This is an optimization exercise on Yosys and OpenROAD, whose aim is small area, a short achievable clock period and few clock cycles per item, not a production implementation. The RTL was checked by simulation tests, not by an equivalence proof against the original design.

==> v33 <==
## neurona_mac
module neurona_mac #(
    parameter int Signo     = 1,
    parameter int Magnitud  = 7,
    parameter int Precision = 24,
    parameter int Width     = Signo + Magnitud + Precision,
    parameter int NEntradas = 4
) (
    input  logic             CLK,
    input  logic             RST,
    input  logic             Inicio,
    input  logic [Width-1:0] Sesgo,
    input  logic             EntradaValida,
    input  logic [Width-1:0] Entrada,
    input  logic [Width-1:0] Peso,
    output logic             Ocupado,
    output logic             Listo,
    output logic [Width-1:0] Salida,
    output logic             Error
);
    logic       ocupado_q, libre_q, listo_q;
    logic [2:0] cuenta_q;
    logic       v1_q, l1_q, v2_q, l2_q;
    logic       acepta, toma, fin;
    assign acepta = Inicio && libre_q;
    assign toma   = !libre_q && EntradaValida && !cuenta_q[2];
    assign fin    = v2_q && l2_q;
    always_ff @(posedge CLK or posedge RST) begin
        if (RST) libre_q <= 1'b1;
        else     libre_q <= !(acepta || (!libre_q && !fin));
    end
    always_ff @(posedge CLK or posedge RST) begin
        if (RST) begin
            ocupado_q <= 1'b0;
            listo_q   <= 1'b0;
            cuenta_q  <= 3'd0;
            v1_q      <= 1'b0;
            l1_q      <= 1'b0;
            v2_q      <= 1'b0;
  ...
export LEC_CHECK = 0
export CAP_MARGIN = 20
export CORE_MARGIN = 2
export CORE_UTILIZATION = 40
export CTS_BUF_LIST = sky130_fd_sc_hd__clkbuf_8
export SLEW_MARGIN = 20
export SYNTH_HIERARCHICAL = 1
export TNS_END_PERCENT = 0
create_clock -name core_clock -period 13.5 [get_ports {CLK}]
standard.sh (not shown) runs the stock make flow with config.mk's settings and CLKGATE_MAP_FILE= SYNTH_SCRIPT=/design/flow/synth_recipe.tcl, a recipe that flattens the netlist after the stock synthesis.
==> flow/flow/run.sh <==
#!/bin/bash
set -euo pipefail
MARGIN=$(cat flow/margin.txt)
bash standard.sh SETUP_SLACK_MARGIN=$MARGIN \
  "BUFFER_PORTS_ARGS=-buffer_cell sky130_fd_sc_hd__buf_1" \
  finish > orfs_make.log 2>&1
==> flow/flow/margin.txt <==
9.7
==> inputs of v12, as changes to v33 <==
--- a/flow/design.v
+++ b/flow/design.v
@@ -47,12 +47,11 @@
             v2_q <= v1_q;
             l2_q <= l1_q;
         end
     end
     localparam bit GATE = 1;
-    localparam bit GATE_NEG = 1;   
-    localparam bit GATE_DIG = 1;   
+    localparam bit GATE_NEG = 0;   
     logic [31:0] e1_q;
     logic        sg1_q;
     logic [15:0] one1_q, two1_q, neg1_q;
     logic [32:0] wx;
     logic [15:0] one_d, two_d;
@@ -63,22 +62,35 @@
             two_d[i] = (wx[2*i+2] & ~wx[2*i+1] & ~wx[2*i]) | (~wx[2*i+2] & wx[2*i+1] & wx[2*i]);
         end
     end
     always_ff @(posedge CLK) begin
         sg1_q  <= Entrada[31] ^ Peso[31];
-        e1_q   <= toma ? Entrada : 32'd0;
-        one1_q <= toma ? one_d : 16'd0;
-        two1_q <= toma ? two_d : 16'd0;
-        for (int i = 0; i < 16; i++) neg1_q[i] <= toma & Peso[2*i+1];
+        e1_q   <= Entrada;
+        one1_q <= one_d & {16{toma}};
+        two1_q <= two_d & {16{toma}};
+        for (int i = 0; i < 16; i++) neg1_q[i] <= Peso[2*i+1];
     end
-    logic [33:0] ex;
+    logic [15:0] onen1_q, twon1_q, negn1_q;
+    always_ff @(posedge CLK) begin
+        onen1_q <= ~(one_d & {16{toma | !GATE}});
+        twon1_q <= ~(two_d & {16{toma | !GATE}});
+        for (int i = 0; i < 16; i++) negn1_q[i] <= ~(Peso[2*i+1] & (toma | !GATE_NEG));
+    end
+    logic [33:0] ex, ey;
     assign ex = {e1_q[31], e1_q, 1'b0};
+    assign ey = ex;
+    localparam int SPLIT = 17;
     logic [32:0] pp [16];
     always_comb begin
         for (int i = 0; i < 16; i++)
             for (int j = 0; j < 33; j++)
-                pp[i][j] = ((one1_q[i] & ex[j+1]) | (two1_q[i] & ex[j])) ^ neg1_q[i];
+                if (i < 8)
+                    pp[i][j] = ((one1_q[i] & ex[j+1]) | (two1_q[i] & ex[j])) ^ neg1_q[i];
+                else if (j < SPLIT)
+                    pp[i][j] = ((one1_q[i] & ey[j+1]) | (two1_q[i] & ey[j])) ^ neg1_q[i];
+                else
+                    pp[i][j] = ((~onen1_q[i] & ey[j+1]) | (~twon1_q[i] & ey[j])) ^ ~negn1_q[i];
     end
     wire pps0 = ~pp[0][32];
     wire pps1 = ~pp[1][32];
     wire pps2 = ~pp[2][32];
     wire pps3 = ~pp[3][32];
@@ -1693,29 +1705,19 @@
     wire        osat = !((&ssat[34:31]) || !(|ssat[34:31]));
     wire [32:0] craw = oraw ? {1'b1, sraw_neg ? 32'h80000000 : 32'h7FFFFFFF} : {1'b0, sraw[31:0]};
     wire [32:0] csat = osat ? {1'b1, ssat[34] ? 32'h80000000 : 32'h7FFFFFFF} : {1'b0, ssat[31:0]};
     wire [32:0] cfin = povf ? csat : craw;
     localparam bit SELMOD = 0;
-    localparam bit TAIL = 1;
     wire [31:0] salida_d;
     wire [31:0] satk0 = {st0[3], {31{~st0[3]}}};
     wire [31:0] satk1 = {st1[3], {31{~st1[3]}}};
     genvar gb;
     generate
-        if (SELMOD) begin : g_selmod
-            for (gb = 0; gb < 32; gb++) begin : g_sel
-                neurona_mac_selb u_selb (.s(sraw[gb]), .c(c31), .o0(ovf0), .o1(ovf1), .k0(satk0[gb]),
-                                         .k1(satk1[gb]), .pv(povf), .cs(csat[gb]), .en(fin),
-                                         .q(salida_q[gb]), .y(salida_d[gb]));
-            end
-        end else if (TAIL) begin : g_tail
-            for (gb = 0; gb < 4; gb++) begin : g_sl
-                neurona_mac_sal8 u_sal8 (.s(sraw[8*gb+7:8*gb]), .cs(csat[8*gb+7:8*gb]),
-                                         .q(salida_q[8*gb+7:8*gb]), .k0(satk0[8*gb+7:8*gb]),
-                                         .k1(satk1[8*gb+7:8*gb]), .c(c31), .o0(ovf0), .o1(ovf1),
-                                         .pv(povf), .en(fin), .y(salida_d[8*gb+7:8*gb]));
-            end
+        for (gb = 0; gb < 32; gb++) begin : g_sel
+            neurona_mac_selb u_selb (.s(sraw[gb]), .c(c31), .o0(ovf0), .o1(ovf1), .k0(satk0[gb]),
+                                     .k1(satk1[gb]), .pv(povf), .cs(csat[gb]), .en(fin),
+                                     .q(salida_q[gb]), .y(salida_d[gb]));
         end
     endgenerate
     always_ff @(posedge CLK) begin
         if (libre_q) acc_q <= {{3{Sesgo[31]}}, Sesgo};
         else if (v2_q || GATE) acc_q <= acc_d;
@@ -1726,37 +1728,37 @@
             salida_q <= 32'd0;
             error_q  <= 1'b0;
         end else begin
             if (libre_q) err_q <= 1'b0;
             else if (v2_q || GATE) err_q <= err_q | povf;
-            salida_q <= salida_d;
+            if (SELMOD) salida_q <= salida_d;
+            else if (fin) salida_q <= cfin[31:0];
             if (fin) error_q <= err_q | povf | cfin[32];
         end
     end
     assign Ocupado = ocupado_q;
     assign Listo   = listo_q;
     assign Salida  = salida_q;
     assign Error   = error_q;
 endmodule
-module neurona_mac_sal8 (
-    input  logic [7:0] s,
-    input  logic [7:0] cs,
-    input  logic [7:0] q,
-    input  logic [7:0] k0,
-    input  logic [7:0] k1,
-    input  logic       c,
-    input  logic       o0,
-    input  logic       o1,
-    input  logic       pv,
-    input  logic       en,
-    output logic [7:0] y
+module neurona_mac_selb (
+    input  logic s,
+    input  logic c,
+    input  logic o0,
+    input  logic o1,
+    input  logic k0,
+    input  logic k1,
+    input  logic pv,
+    input  logic cs,
+    input  logic en,
+    input  logic q,
+    output logic y
 );
-    logic       sel;
-    logic [7:0] k;
-    assign sel = c ? o1 : o0;
-    assign k   = c ? k1 : k0;
-    assign y   = !en ? q : pv ? cs : sel ? k : s;
+    logic r0, r1;
+    assign r0 = o0 ? k0 : s;
+    assign r1 = o1 ? k1 : s;
+    assign y  = !en ? q : pv ? cs : c ? r1 : r0;
 endmodule
 module neurona_mac_fa (
     input  logic a,
     input  logic b,
     input  logic c,
==> flow/flow/run.sh (replaced) <==
#!/bin/bash
set -euo pipefail
MARGIN=$(cat flow/margin.txt)
bash standard.sh SETUP_SLACK_MARGIN=$MARGIN \
  "BUFFER_PORTS_ARGS=-buffer_cell sky130_fd_sc_hd__buf_4" \
  finish > orfs_make.log 2>&1
--- a/flow/config.mk
+++ b/flow/config.mk
@@ -6,9 +6,8 @@
 export NUM_CORES = 4
 export LEC_CHECK = 0
 export CAP_MARGIN = 20
 export CORE_MARGIN = 2
 export CORE_UTILIZATION = 40
-export CTS_BUF_LIST = sky130_fd_sc_hd__clkbuf_8
 export SLEW_MARGIN = 20
 export SYNTH_HIERARCHICAL = 1
 export TNS_END_PERCENT = 0
==> inputs of v7, as changes to v33 <==
--- a/flow/design.v
+++ b/flow/design.v
@@ -46,13 +46,10 @@
             l1_q <= toma && (cuenta_q == 3'(NEntradas - 1));
             v2_q <= v1_q;
             l2_q <= l1_q;
         end
     end
-    localparam bit GATE = 1;
-    localparam bit GATE_NEG = 1;   
-    localparam bit GATE_DIG = 1;   
     logic [31:0] e1_q;
     logic        sg1_q;
     logic [15:0] one1_q, two1_q, neg1_q;
     logic [32:0] wx;
     logic [15:0] one_d, two_d;
@@ -68,17 +65,27 @@
         e1_q   <= toma ? Entrada : 32'd0;
         one1_q <= toma ? one_d : 16'd0;
         two1_q <= toma ? two_d : 16'd0;
         for (int i = 0; i < 16; i++) neg1_q[i] <= toma & Peso[2*i+1];
     end
+    logic [15:0] onen1_q, twon1_q, negn1_q;
+    always_ff @(posedge CLK) begin
+        onen1_q <= ~one_d;
+        twon1_q <= ~two_d;
+        for (int i = 0; i < 16; i++) negn1_q[i] <= ~Peso[2*i+1];
+    end
     logic [33:0] ex;
     assign ex = {e1_q[31], e1_q, 1'b0};
+    localparam int SPLIT = 99;
     logic [32:0] pp [16];
     always_comb begin
         for (int i = 0; i < 16; i++)
             for (int j = 0; j < 33; j++)
-                pp[i][j] = ((one1_q[i] & ex[j+1]) | (two1_q[i] & ex[j])) ^ neg1_q[i];
+                if (j < SPLIT)
+                    pp[i][j] = ((one1_q[i] & ex[j+1]) | (two1_q[i] & ex[j])) ^ neg1_q[i];
+                else
+                    pp[i][j] = ((~onen1_q[i] & ex[j+1]) | (~twon1_q[i] & ex[j])) ^ ~negn1_q[i];
     end
     wire pps0 = ~pp[0][32];
     wire pps1 = ~pp[1][32];
     wire pps2 = ~pp[2][32];
     wire pps3 = ~pp[3][32];
@@ -1042,10 +1049,11 @@
         cl2_q <= cl_d;
         r0_q <= r0_d;
         r1_q <= r1_d;
         r2_q <= r2_d;
     end
+    localparam bit GATE = 1;
     logic [34:0] acc_q;
     logic        err_q;
     logic [31:0] salida_q;
     logic        error_q;
     wire c_hs60, c_hc60;
@@ -1460,16 +1468,13 @@
     wire sr_c34 = (sr_g6_33 | (sr_p6_33 & c24));
     wire sr_s34 = sr_p0[34] ^ sr_c34;
     wire sr_c35 = (sr_g6_34 | (sr_p6_34 & c24));
     wire [34:0] sraw = {sr_s34, sr_s33, sr_s32, sr_s31, sr_s30, sr_s29, sr_s28, sr_s27, sr_s26, sr_s25, sr_s24, sr_s23, sr_s22, sr_s21, sr_s20, sr_s19, sr_s18, sr_s17, sr_s16, sr_s15, sr_s14, sr_s13, sr_s12, sr_s11, sr_s10, sr_s9, sr_s8, sr_s7, sr_s6, sr_s5, sr_s4, sr_s3, sr_s2, sr_s1, sr_s0};
     wire [3:0] st0 = xa[34:31] + xb[34:31];
-        wire [3:0] st1 = xa[34:31] + xb[34:31] + 4'd1;
-        wire       c31 = sr_c31;
-        wire       ovf0 = !((&st0) || !(|st0));
-        wire       ovf1 = !((&st1) || !(|st1));
-        wire       oraw = c31 ? ovf1 : ovf0;
-        wire       sraw_neg = c31 ? st1[3] : st0[3];
+    wire [3:0] st1 = xa[34:31] + xb[34:31] + 4'd1;
+    wire       oraw = sr_c31 ? !((&st1) || !(|st1)) : !((&st0) || !(|st0));
+    wire       sraw_neg = sr_c31 ? st1[3] : st0[3];
     wire [30:0] ph_g0 = pa[54:24] & pb[54:24];
     wire [30:0] ph_p0 = pa[54:24] ^ pb[54:24];
     wire ph_g1_1 = ph_g0[1] | (ph_p0[1] & ph_g0[0]);
     wire ph_p1_1 = ph_p0[1] & ph_p0[0];
     wire ph_g1_3 = ph_g0[3] | (ph_p0[3] & ph_g0[2]);
@@ -1682,42 +1687,20 @@
     wire ph_s29 = ph_p0[29] ^ ph_c29;
     wire ph_c30 = (ph_g5_29 | (ph_p5_29 & c24));
     wire ph_s30 = ph_p0[30] ^ ph_c30;
     wire ph_c31 = (ph_g5_30 | (ph_p5_30 & c24));
     wire [8:0] pt0 = pa[63:55] + pb[63:55];
-        wire [8:0] pt1 = pa[63:55] + pb[63:55] + 9'd1;
-        wire       povf = ph_c31 ? !((&pt1) || !(|pt1)) : !((&pt0) || !(|pt0));
+    wire [8:0] pt1 = pa[63:55] + pb[63:55] + 9'd1;
+    wire       povf = ph_c31 ? !((&pt1) || !(|pt1)) : !((&pt0) || !(|pt0));
     wire [34:0] smax = acc_q + 35'h07FFFFFFF;
     wire [34:0] smin = acc_q + 35'h780000000;
     wire [34:0] ssat = sg2_q ? smin : smax;
     wire [34:0] acc_d = povf ? ssat : sraw;
     wire        osat = !((&ssat[34:31]) || !(|ssat[34:31]));
     wire [32:0] craw = oraw ? {1'b1, sraw_neg ? 32'h80000000 : 32'h7FFFFFFF} : {1'b0, sraw[31:0]};
     wire [32:0] csat = osat ? {1'b1, ssat[34] ? 32'h80000000 : 32'h7FFFFFFF} : {1'b0, ssat[31:0]};
     wire [32:0] cfin = povf ? csat : craw;
-    localparam bit SELMOD = 0;
-    localparam bit TAIL = 1;
-    wire [31:0] salida_d;
-    wire [31:0] satk0 = {st0[3], {31{~st0[3]}}};
-    wire [31:0] satk1 = {st1[3], {31{~st1[3]}}};
-    genvar gb;
-    generate
-        if (SELMOD) begin : g_selmod
-            for (gb = 0; gb < 32; gb++) begin : g_sel
-                neurona_mac_selb u_selb (.s(sraw[gb]), .c(c31), .o0(ovf0), .o1(ovf1), .k0(satk0[gb]),
-                                         .k1(satk1[gb]), .pv(povf), .cs(csat[gb]), .en(fin),
-                                         .q(salida_q[gb]), .y(salida_d[gb]));
-            end
-        end else if (TAIL) begin : g_tail
-            for (gb = 0; gb < 4; gb++) begin : g_sl
-                neurona_mac_sal8 u_sal8 (.s(sraw[8*gb+7:8*gb]), .cs(csat[8*gb+7:8*gb]),
-                                         .q(salida_q[8*gb+7:8*gb]), .k0(satk0[8*gb+7:8*gb]),
-                                         .k1(satk1[8*gb+7:8*gb]), .c(c31), .o0(ovf0), .o1(ovf1),
-                                         .pv(povf), .en(fin), .y(salida_d[8*gb+7:8*gb]));
-            end
-        end
-    endgenerate
     always_ff @(posedge CLK) begin
         if (libre_q) acc_q <= {{3{Sesgo[31]}}, Sesgo};
         else if (v2_q || GATE) acc_q <= acc_d;
     end
     always_ff @(posedge CLK or posedge RST) begin
@@ -1726,38 +1709,21 @@
             salida_q <= 32'd0;
             error_q  <= 1'b0;
         end else begin
             if (libre_q) err_q <= 1'b0;
             else if (v2_q || GATE) err_q <= err_q | povf;
-            salida_q <= salida_d;
-            if (fin) error_q <= err_q | povf | cfin[32];
+            if (fin) begin
+                salida_q <= cfin[31:0];
+                error_q  <= err_q | povf | cfin[32];
+            end
         end
     end
     assign Ocupado = ocupado_q;
     assign Listo   = listo_q;
     assign Salida  = salida_q;
     assign Error   = error_q;
 endmodule
-module neurona_mac_sal8 (
-    input  logic [7:0] s,
-    input  logic [7:0] cs,
-    input  logic [7:0] q,
-    input  logic [7:0] k0,
-    input  logic [7:0] k1,
-    input  logic       c,
-    input  logic       o0,
-    input  logic       o1,
-    input  logic       pv,
-    input  logic       en,
-    output logic [7:0] y
-);
-    logic       sel;
-    logic [7:0] k;
-    assign sel = c ? o1 : o0;
-    assign k   = c ? k1 : k0;
-    assign y   = !en ? q : pv ? cs : sel ? k : s;
-endmodule
 module neurona_mac_fa (
     input  logic a,
     input  logic b,
     input  logic c,
     output logic s,
==> flow/flow/run.sh (replaced) <==
#!/bin/bash
set -euo pipefail
MARGIN=$(cat flow/margin.txt)
bash standard.sh SETUP_SLACK_MARGIN=$MARGIN finish > orfs_make.log 2>&1
--- a/flow/config.mk
+++ b/flow/config.mk
@@ -6,9 +6,10 @@
 export NUM_CORES = 4
 export LEC_CHECK = 0
 export CAP_MARGIN = 20
 export CORE_MARGIN = 2
 export CORE_UTILIZATION = 40
-export CTS_BUF_LIST = sky130_fd_sc_hd__clkbuf_8
+export CTS_CLUSTER_DIAMETER = 100
+export CTS_CLUSTER_SIZE = 30
 export SLEW_MARGIN = 20
 export SYNTH_HIERARCHICAL = 1
 export TNS_END_PERCENT = 0
==> summary of the runs <==
Between v33 and v7, the lower core utilization is in v33 (gap 0.16 points).
Die area: v33 > v7 > v12.
Against v33, the synthesized cell count of v7 is smaller by about 1.9%.
In v12 the clock skew is lower than in v7, by 0.0032 ns.
The highest via count belongs to v33, the lowest to v12.
Against v12, the sequential share of layout area of v33 is lower by 1.8 points.
Testbench counts of v33, summed over its fixed seeds: cycles 3,584, items 512.
Testbench counts of v12, summed over its fixed seeds: cycles 3,584, items 512.
Testbench counts of v7, summed over its fixed seeds: cycles 3,584, items 512.

## port drivers added, routing unchanged
No port has a modelled driver above. Below, the same layouts with a new extraction and two added sets of constraints.
Step 1 assumes that a clkbuf_16 drives the clock port and a buf_2 every other input.
Step 2, shift: input delay + t, output delay - t, t = (earliest + latest rising clock arrival at the registers) / 2. This alone moves slack from input paths to output paths.
a / b / c = no drivers / after step 1 / after step 2; a / b = the first two.
| run | shift t [ns] | setup slack, ns | worst register clock-pin slew, ns | worst slew at a driven data input, ns |
|---|---|---|---|---|
| v33 | 0.723 | 9.344 / 9.344 / 8.990 | 0.07 / 0.07 | 0.11 |
| v12 | 0.639 | 9.280 / 9.280 / 8.782 | 0.07 / 0.07 | 0.06 |
| v7 | 0.628 | 9.435 / 9.435 / 8.900 | 0.12 / 0.12 | 0.06 |
After both steps every run listed still meets setup and hold. The setup slack of v7, which loses most, moves by 0.000 ns with the drivers and by -0.535 ns with both steps.
